Background: an optimization exercise with open tools, aiming at small area, a short achievable clock period and few clock cycles per item. Do not read the settings as production practice.
Only the layout flow was run in this run; the RTL was not checked for function there.
Power and IR drop assume default switching activity.

<file path="flow/design.v">
package lps_pkg;
    localparam int COORD_BITS_DEF = 12;
    localparam logic KIND_LOAD = 1'b0;
    localparam logic KIND_STEP = 1'b1;
    localparam logic [2:0] PH_IDLE   = 3'd0;
    localparam logic [2:0] PH_FIRST  = 3'd1;
    localparam logic [2:0] PH_SECOND = 3'd2;
    localparam logic [2:0] PH_WALK0  = 3'd3;
    localparam logic [2:0] PH_WALK   = 3'd4;
endpackage
module lps_step_core
#(
    parameter int W = lps_pkg::COORD_BITS_DEF
)
(
    input  logic                clk,
    input  logic                rst_n,
    input  logic                proc,
    input  logic                kind,
    input  logic                load_wr,
    input  logic signed [W-1:0] x_start,
    input  logic signed [W-1:0] y_start,
    input  logic signed [W-1:0] x_end,
    input  logic signed [W-1:0] y_end,
    output logic                res_pixel_valid,
    output logic signed [W-1:0] res_x,
    output logic signed [W-1:0] res_y,
    output logic                res_last
);
    logic [2:0]   phase_reg, phase_next;
    logic [W-1:0] cur_x_reg, cur_x_next;
    logic [W-1:0] cur_y_reg, cur_y_next;
    logic [W-1:0] far_x_reg, far_x_next;    
    logic [W-1:0] far_y_reg, far_y_next;    
    logic [W-1:0] u_reg, u_next;            
    logic [W-1:0] v_reg, v_next;            
    logic         neg_x_reg, neg_x_next;
    logic         neg_y_reg, neg_y_next;
    logic         maj_y_reg, maj_y_next;
    logic         c_reg, c_next;
    logic         pv_reg, pv_next;
    logic         last_reg, last_next;
    logic [W:0]   dx, dy, t;
    logic [W-1:0] q_wrap;
    logic         s_maj, s_min, dflag, diag, y_dec, p_far, u_ext, t_cin, minor, is_last;
    assign res_pixel_valid = pv_reg;
    assign res_x           = pv_reg ? cur_x_reg : '0;
    assign res_y           = pv_reg ? cur_y_reg : '0;
    assign res_last        = last_reg;
    always_comb
    begin
        dx     = {far_x_reg[W-1], far_x_reg} - {u_reg[W-1], u_reg};
        dy     = {far_y_reg[W-1], far_y_reg} - {v_reg[W-1], v_reg};
        s_maj  = maj_y_reg ? neg_y_reg : neg_x_reg;
        s_min  = maj_y_reg ? neg_x_reg : neg_y_reg;
        dflag  = s_maj && !s_min;
        diag   = (v_reg != '0) || s_min;
        y_dec  = diag && (neg_x_reg ^ neg_y_reg);
        p_far  = (maj_y_reg && !diag) ? neg_y_reg : neg_x_reg;
        case (phase_reg)
            lps_pkg::PH_SECOND: t_cin = neg_x_reg || !neg_y_reg;
            lps_pkg::PH_WALK0:  t_cin = s_maj || !s_min;
            default:            t_cin = !s_min;
        endcase
        u_ext  = (phase_reg == lps_pkg::PH_WALK) && (&u_reg);
        t      = {u_ext, u_reg} + {1'b1, ~v_reg} + (W+1)'(t_cin);
        minor  = t[W] && !(c_reg && (&t));
        q_wrap = u_reg + far_x_reg + W'(dflag);
        phase_next = phase_reg;
        cur_x_next = cur_x_reg;
        cur_y_next = cur_y_reg;
        far_x_next = far_x_reg;
        far_y_next = far_y_reg;
        u_next     = u_reg;
        v_next     = v_reg;
        neg_x_next = neg_x_reg;
        neg_y_next = neg_y_reg;
        maj_y_next = maj_y_reg;
        c_next     = c_reg;
        pv_next    = pv_reg;
        last_next  = last_reg;
        is_last    = 1'b0;
        if (proc)
        begin
            pv_next   = 1'b0;
            last_next = 1'b0;
            if (kind == lps_pkg::KIND_LOAD)
                phase_next = lps_pkg::PH_FIRST;
            else
            begin
                case (phase_reg)
                    lps_pkg::PH_FIRST:
                    begin
                        pv_next    = 1'b1;
                        cur_x_next = u_reg;
                        cur_y_next = v_reg;
                        u_next     = dx[W-1:0] ^ {W{dx[W]}};
                        v_next     = dy[W-1:0] ^ {W{dy[W]}};
                        neg_x_next = dx[W];
                        neg_y_next = dy[W];
                        phase_next = lps_pkg::PH_SECOND;
                    end
                    lps_pkg::PH_SECOND:
                    begin
                        pv_next    = 1'b1;
                        cur_x_next = far_x_reg;
                        cur_y_next = far_y_reg;
                        far_x_next = cur_x_reg;
                        far_y_next = cur_y_reg;
                        maj_y_next = t[W];
                        u_next     = t[W] ? v_reg : u_reg;
                        v_next     = t[W] ? u_reg : v_reg;
                        phase_next = lps_pkg::PH_WALK0;
                    end
                    lps_pkg::PH_WALK0:
                    begin
                        pv_next    = 1'b1;
                        if (!p_far)
                        begin
                            cur_x_next = far_x_reg;
                            cur_y_next = far_y_reg;
                        end
                        u_next     = u_reg >> 1;
                        c_next     = s_maj && u_reg[0];
                        far_x_next = t[W-1:0];
                        far_y_next = u_reg;
                        is_last    = (u_reg[W-1:1] == '0)
                                  && (s_maj ? (diag && !u_reg[0]) : (u_reg[0] == diag));
                        last_next  = is_last;
                        phase_next = is_last ? lps_pkg::PH_IDLE : lps_pkg::PH_WALK;
                    end
                    lps_pkg::PH_WALK:
                    begin
                        pv_next    = 1'b1;
                        far_y_next = far_y_reg - 1'b1;
                        u_next     = minor ? q_wrap : t[W-1:0];
                        if (!maj_y_reg || minor)
                            cur_x_next = cur_x_reg + 1'b1;
                        if (maj_y_reg || minor)
                            cur_y_next = cur_y_reg + {{(W-1){y_dec}}, 1'b1};
                        is_last    = (far_y_reg[W-1:2] == '0)
                                  && (far_y_reg[1:0] == {diag && !s_maj, diag == s_maj});
                        last_next  = is_last;
                        phase_next = is_last ? lps_pkg::PH_IDLE : lps_pkg::PH_WALK;
                    end
                    default:
                    begin
                        phase_next = lps_pkg::PH_IDLE;
                    end
                endcase
            end
        end
        if (load_wr)
        begin
            far_x_next = x_end;
            far_y_next = y_end;
            u_next     = x_start;
            v_next     = y_start;
        end
    end
    always_ff @(posedge clk or negedge rst_n)
    begin
        if (!rst_n)
            phase_reg <= lps_pkg::PH_IDLE;
        else
            phase_reg <= phase_next;
    end
    always_ff @(posedge clk)
    begin
        cur_x_reg <= cur_x_next;
        cur_y_reg <= cur_y_next;
        far_x_reg <= far_x_next;
        far_y_reg <= far_y_next;
        u_reg     <= u_next;
        v_reg     <= v_next;
        neg_x_reg <= neg_x_next;
        neg_y_reg <= neg_y_next;
        maj_y_reg <= maj_y_next;
        c_reg     <= c_next;
        pv_reg    <= pv_next;
        last_reg  <= last_next;
    end
endmodule
module line_pixel_stepper
#(
    parameter int COORD_BITS = lps_pkg::COORD_BITS_DEF
)
(
    input  logic                         clk,
    input  logic                         rst_n,
    input  logic                         req_valid,
    output logic                         req_ready,
    input  logic                         req_kind,
    input  logic signed [COORD_BITS-1:0] req_x_start,
    input  logic signed [COORD_BITS-1:0] req_y_start,
    input  logic signed [COORD_BITS-1:0] req_x_end,
    input  logic signed [COORD_BITS-1:0] req_y_end,
    output logic                         rsp_valid,
    input  logic                         rsp_ready,
    output logic                         rsp_pixel_valid,
    output logic signed [COORD_BITS-1:0] rsp_pixel_x,
    output logic signed [COORD_BITS-1:0] rsp_pixel_y,
    output logic                         rsp_last
);
    logic pend_reg, pend_kind_reg, out_valid_reg;
    logic o_free, have, proc, kind_e, load_wr;
    assign req_ready = !pend_reg;
    assign rsp_valid = out_valid_reg;
    assign o_free    = !out_valid_reg || rsp_ready;
    assign have      = pend_reg || req_valid;
    assign proc      = have && o_free;
    assign kind_e    = pend_reg ? pend_kind_reg : req_kind;
    assign load_wr   = req_valid && !pend_reg && (req_kind == lps_pkg::KIND_LOAD);
    always_ff @(posedge clk or negedge rst_n)
    begin
        if (!rst_n)
        begin
            pend_reg      <= 1'b0;
            out_valid_reg <= 1'b0;
        end
        else
        begin
            pend_reg      <= have && !o_free;
            out_valid_reg <= proc || (out_valid_reg && !rsp_ready);
        end
    end
    always_ff @(posedge clk)
    begin
        if (!pend_reg)
            pend_kind_reg <= req_kind;
    end
    lps_step_core #(
        .W (COORD_BITS)
    ) u_core (
        .clk             (clk),
        .rst_n           (rst_n),
        .proc            (proc),
        .kind            (kind_e),
        .load_wr         (load_wr),
        .x_start         (req_x_start),
        .y_start         (req_y_start),
        .x_end           (req_x_end),
        .y_end           (req_y_end),
        .res_pixel_valid (rsp_pixel_valid),
        .res_x           (rsp_pixel_x),
        .res_y           (rsp_pixel_y),
        .res_last        (rsp_last)
    );
endmodule
</file>
<file path="flow/run.sh">
#!/bin/bash
# synth_recipe.tcl (not shown) runs the flow's synth.tcl, then flattens the netlist and writes it again
# the make line also repeats each setting of config.mk as NAME=value (left out here)
make -C /OpenROAD-flow-scripts/flow DESIGN_CONFIG=/design/flow/config.mk WORK_HOME=/design/flow/orfs CLKGATE_MAP_FILE= SYNTH_SCRIPT=/design/flow/synth_recipe.tcl finish
</file>
<file path="flow/config.mk">
export PLATFORM = sky130hd
export DESIGN_NAME = line_pixel_stepper
export DESIGN_NICKNAME = line_pixel_stepper
export VERILOG_FILES = /design/flow/design.v
export SDC_FILE = /design/flow/constraint.sdc
export NUM_CORES = 4
export LEC_CHECK = 0
export CAP_MARGIN = 20
export CORE_MARGIN = 2
export CORE_UTILIZATION = 55
export SETUP_SLACK_MARGIN = 4.0
export SLEW_MARGIN = 20
</file>
<file path="flow/constraint.sdc">
create_clock -name core_clock -period 7.0 [get_ports {clk}]
set_input_delay 1.4000 -clock core_clock [delete_from_list [all_inputs] [get_ports {clk}]]
set_output_delay 1.4000 -clock core_clock [all_outputs]
set_load 0.01 [all_outputs]
</file>
==> impl_metrics.py <==
metrics = {
    "status": {
        "status": "no timing/DRC/antenna violations",
    },
    "worst_setup_path": {
        "critPathMaxStageDelay_ns": 0.60,
        "path_depth": 13,
        "r2r_start": "u_core.neg_y_reg",
        "crit_fanout": 6,
        "crit_family": "compound AO/OA/AOI/OAI gates",
        "endpoint": "u_core.u_reg[5]",
        "path_cells": "ha_4, a32o_1, a31oi_2, fa_2, fa_2, buf_4, xnor2_2, or4_1, or4_4, o41a_4, buf_4, o311ai_1, o32a_1",
        "cp-end-kind": "flip-flop",
        "critPathKind": "reg -> reg",
        "worstReg2RegEnd": "u_core.u_reg[5]",
        "worstPathRequired_ns": 7.22,
        "r2r_setup_slack_ns": 2.52,
        "critPathLaunchType": "flip-flop",
        "crit_slowest_cell": "edfxtp_1",
        "arrival_ns": 4.70,
        "worst_r2r_path_depth": 13,
        "worst-path-buf-inv": 2,
        "crit_path_start": "u_core.neg_y_reg",
    },
    "synth": {
        "yosysSeqAreaShare": 0.314,
        "synth_ff_type": "edfxtp_1",
        "synthArstFlopShare": 0.0595,
        "synth.net_count": 1041,
        "synth-seq-cells": 84,
        "synthCells": 921,
        "synth_cell_types": 71,
        "yosysWarnings": 2,
        "syn-mean-instance-area_sq_um": 8.60,
        "syn_area_sq_um": 7920,
        "synth_edf_count": 78,
    },
    "pwr": {
        "powerDensity_nw_per_um2": 494,
        "leakagePower_nw": 4.43,
        "ir_worst_vdd_mv": 0.360,
        "p_total_w": 0.00513,
    },
    "timing": {
        "hold_viol": 0,
        "relSlewSlack": 0.433,
        "fmax_mhz": 223,
        "rsz0062_at_grt": "yes",
        "timing.final.crit_share": 0.640,
        "period_minus_slack_ns": 4.48,
        "finalSetupViolations": 0,
        "clock_skew_ns": 0.00882,
        "worst_pin_slew_ns": 0.848,
        "whs_ns": 0.574,
        "slew_viol_final": 0,
        "setup_tns_ns": 0,
    },
    "layout": {
        "n_antenna_cell": 0,
        "nets": 1183,
        "fin_area_sq_um": 10400,
        "fin_cells": 1248,
        "final_layout_size_suffix_gt1_frac": 0.184,
        "area_growth_syn_to_layout_pct": 31.1,
    },
    "global_routing": {
        "grt_start_max_net_pins": 57,
        "gr-usage-all-layers": 0.388,
        "grt_util_met3": 0.0980,
        "top_usage_layer": "met2",
        "antenna_found_initial": 0,
        "grtUsageMet2": 0.559,
        "overflow": 0,
        "grt_pass1_wl_um": 43800,
        "use_met1": 0.524,
        "grt_pass1_vias": 7641,
    },
    "place": {
        "dp_hpwl_um": 20300,
        "port_buffers": 80,
        "post_dp_cell_area_sq_um": 8970,
        "dp.cells": 1148,
        "gp_congestion": 1.01,
    },
    "floorplan": {
        "num_rows": 43,
        "die_h_um": 124,
        "ioPinCount": 81,
        "core-area_sq_um": 14000,
        "die_w_um": 124,
        "dieArea_sq_um": 15400,
        "start_util": 0.566,
    },
    "worst_hold_path": {
        "hold_path_class": "reg -> reg",
    },
    "clock_network": {
        "ctsHoldBuffers": 0,
        "cts_tree": "built",
        "numCtsBuffers": 9,
        "cts_buffer_depth": 2,
        "cts-root-buf": "clkbuf_16",
        "clock_sinks": 84,
        "clkTransAtPathRegs_ns": 0.07,
        "clkLatencyLatePin_ns": 0.36,
        "htreeDepth": 3,
    },
    "drt": {
        "wl_per_cell_um": 24.2,
        "viasPerCell": 6.67,
        "drc_errors": 0,
        "dr.pass1.iters": 6,
        "routed_wl_um": 30200,
        "vias": 8318,
        "first_iter_violations": 1409,
        "antenna_left": 0,
    },
    "flow_run": {
        "maxCapViolCount": 0,
    },
}
-- power breakdown --
part / switching (W) / internal [W] / total (W)
Combinational: 0.00198 / 0.00164 / 0.00362
Clock: 0.000214 / 0.000240 / 0.000454
Sequential: 0.000261 / 0.000791 / 0.00105
-- worst min-delay path by stage --
stage	slack, ns	start	cells after the start	to
global placement	0.51	out_valid_reg	2	out_valid_reg
global route	0.60	pend_kind_reg	2	pend_kind_reg
detailed placement	0.54	out_valid_reg	2	out_valid_reg
floorplan	0.49	pend_kind_reg	2	pend_kind_reg
CTS	0.56	out_valid_reg	2	out_valid_reg
finish	0.57	out_valid_reg	2	out_valid_reg
-- stage by stage --
stage          worst slack (ns)  utilization
2_1_floorplan              2.78            -
4_1_cts                    2.74        0.716
3_3_place_gp               2.02        0.641
6_report                   2.52        0.742
5_1_grt                    2.46        0.742
3_5_place_dp               1.90        0.641
-- cells in the final DEF (no fill, tap or decap), types with 10 or more instances in the layout --
master,synthesis,layout
a21o_1,12,12
a21oi_1,69,58
a221oi_1,19,18
a22oi_1,21,21
and2_1,27,27
buf_4,1,72
clkdlybuf4s50_1,0,56
dlymetal6s2s_1,0,24
edfxtp_1,78,78
ha_1,60,55
inv_1,53,51
mux2i_1,16,16
nand2_1,76,74
nand3_1,15,14
nor2_1,99,91
o211ai_1,10,10
o21ai_0,67,52
o21ai_1,5,12
xnor2_1,48,44
xor2_1,31,30
-- logic make-up (layout without fill, tap and decap cells) --
| kind of cell | Yosys count | count (layout) | synth area share |
|---|---|---|---|
| AO/OA/AOI/OAI | 282 | 282 | 0.239 |
| XOR/XNOR | 79 | 79 | 0.0873 |
| adder cells (fa/ha/maj) | 67 | 67 | 0.112 |
| buffers and inverters | 96 | 242 | 0.0472 |
| flip-flops | 84 | 84 | 0.314 |
| multiplexers | 16 | 16 | 0.0202 |
| AND/OR/NAND/NOR | 297 | 298 | 0.180 |
-- metal layers --
metal | part of all wire | vias up
met4 | 0.067 | 0
li1 | - | 3671
met3 | 0.12 | 143
met2 | 0.42 | 651
met1 | 0.39 | 3853
met5 | 0 | -
-- timing repair --
item                       CTS  global route
gates resized for setup     51            50
setup buffers               55            25
setup endpoints to repair  142           118
pin swaps                   29            21
cloned                       3             1
-- cell type report --
class,instances,area (sq um)
Tap cell,180,225
Multi-Input combinational cell,742,5460
Sequential cell,84,2490
Fill cell,993,3600
Clock inverter,6,41.3
Timing Repair Buffer,173,1740
Clock buffer,10,229
Inverter,53,199
-- worst min-delay path, delay by kind of cell (launching register included) --
kind / cells / cell delay, ns
AND/OR/NAND/NOR: 2 / 0.19
flip-flops: 1 / 0.35
-- synthesized netlist by cell type, types with 7 or more instances --
cell type,number,share of area
o21bai_1,8,0.0076
and2_1,27,0.021
nand2_1,76,0.036
inv_1,53,0.025
xnor2_1,48,0.053
o211ai_1,10,0.0095
ha_1,60,0.095
nor3_1,9,0.0057
o21a_1,7,0.0066
fa_1,7,0.018
nand2b_1,9,0.0071
edfxtp_1,78,0.30
nand3_1,15,0.0095
nor2b_1,10,0.0079
clkbuf_1,37,0.018
a221oi_1,19,0.021
a21oi_1,69,0.044
nor2_1,99,0.047
a21o_1,12,0.011
a22oi_1,21,0.020
mux2i_1,16,0.020
a31oi_1,8,0.0063
xor2_1,31,0.034
nor4_1,11,0.0087
or2_2,7,0.0055
o21ai_0,67,0.042

-- port drivers added, routing unchanged --
The results above use ideal ports. As a check the final layout listed here was re-extracted and re-timed, cells and wires unchanged.
Step 1, drivers: a clkbuf_16 drives clk and a buf_2 each remaining input, both assumed.
Step 2 adds t to the input delays and takes it off the output delays; t is the mean of the earliest and latest rising clock arrival at the registers after step 1. Input paths then give back, and output paths get back, about the clock's delay inside the block.
Slacks: no drivers / after step 1 / after step 2; pairs: no drivers / after step 1.
shift t [ns]: 0.394
slack for setup (ns): 2.518 / 2.518 / 2.518
worst setup path at the end: register to register
worst data-port slew with drivers (ns): 0.04
After both steps this run still meets setup and hold. For this run, drivers alone change the setup slack by 0.000 ns; drivers and shift together by 0.000 ns.
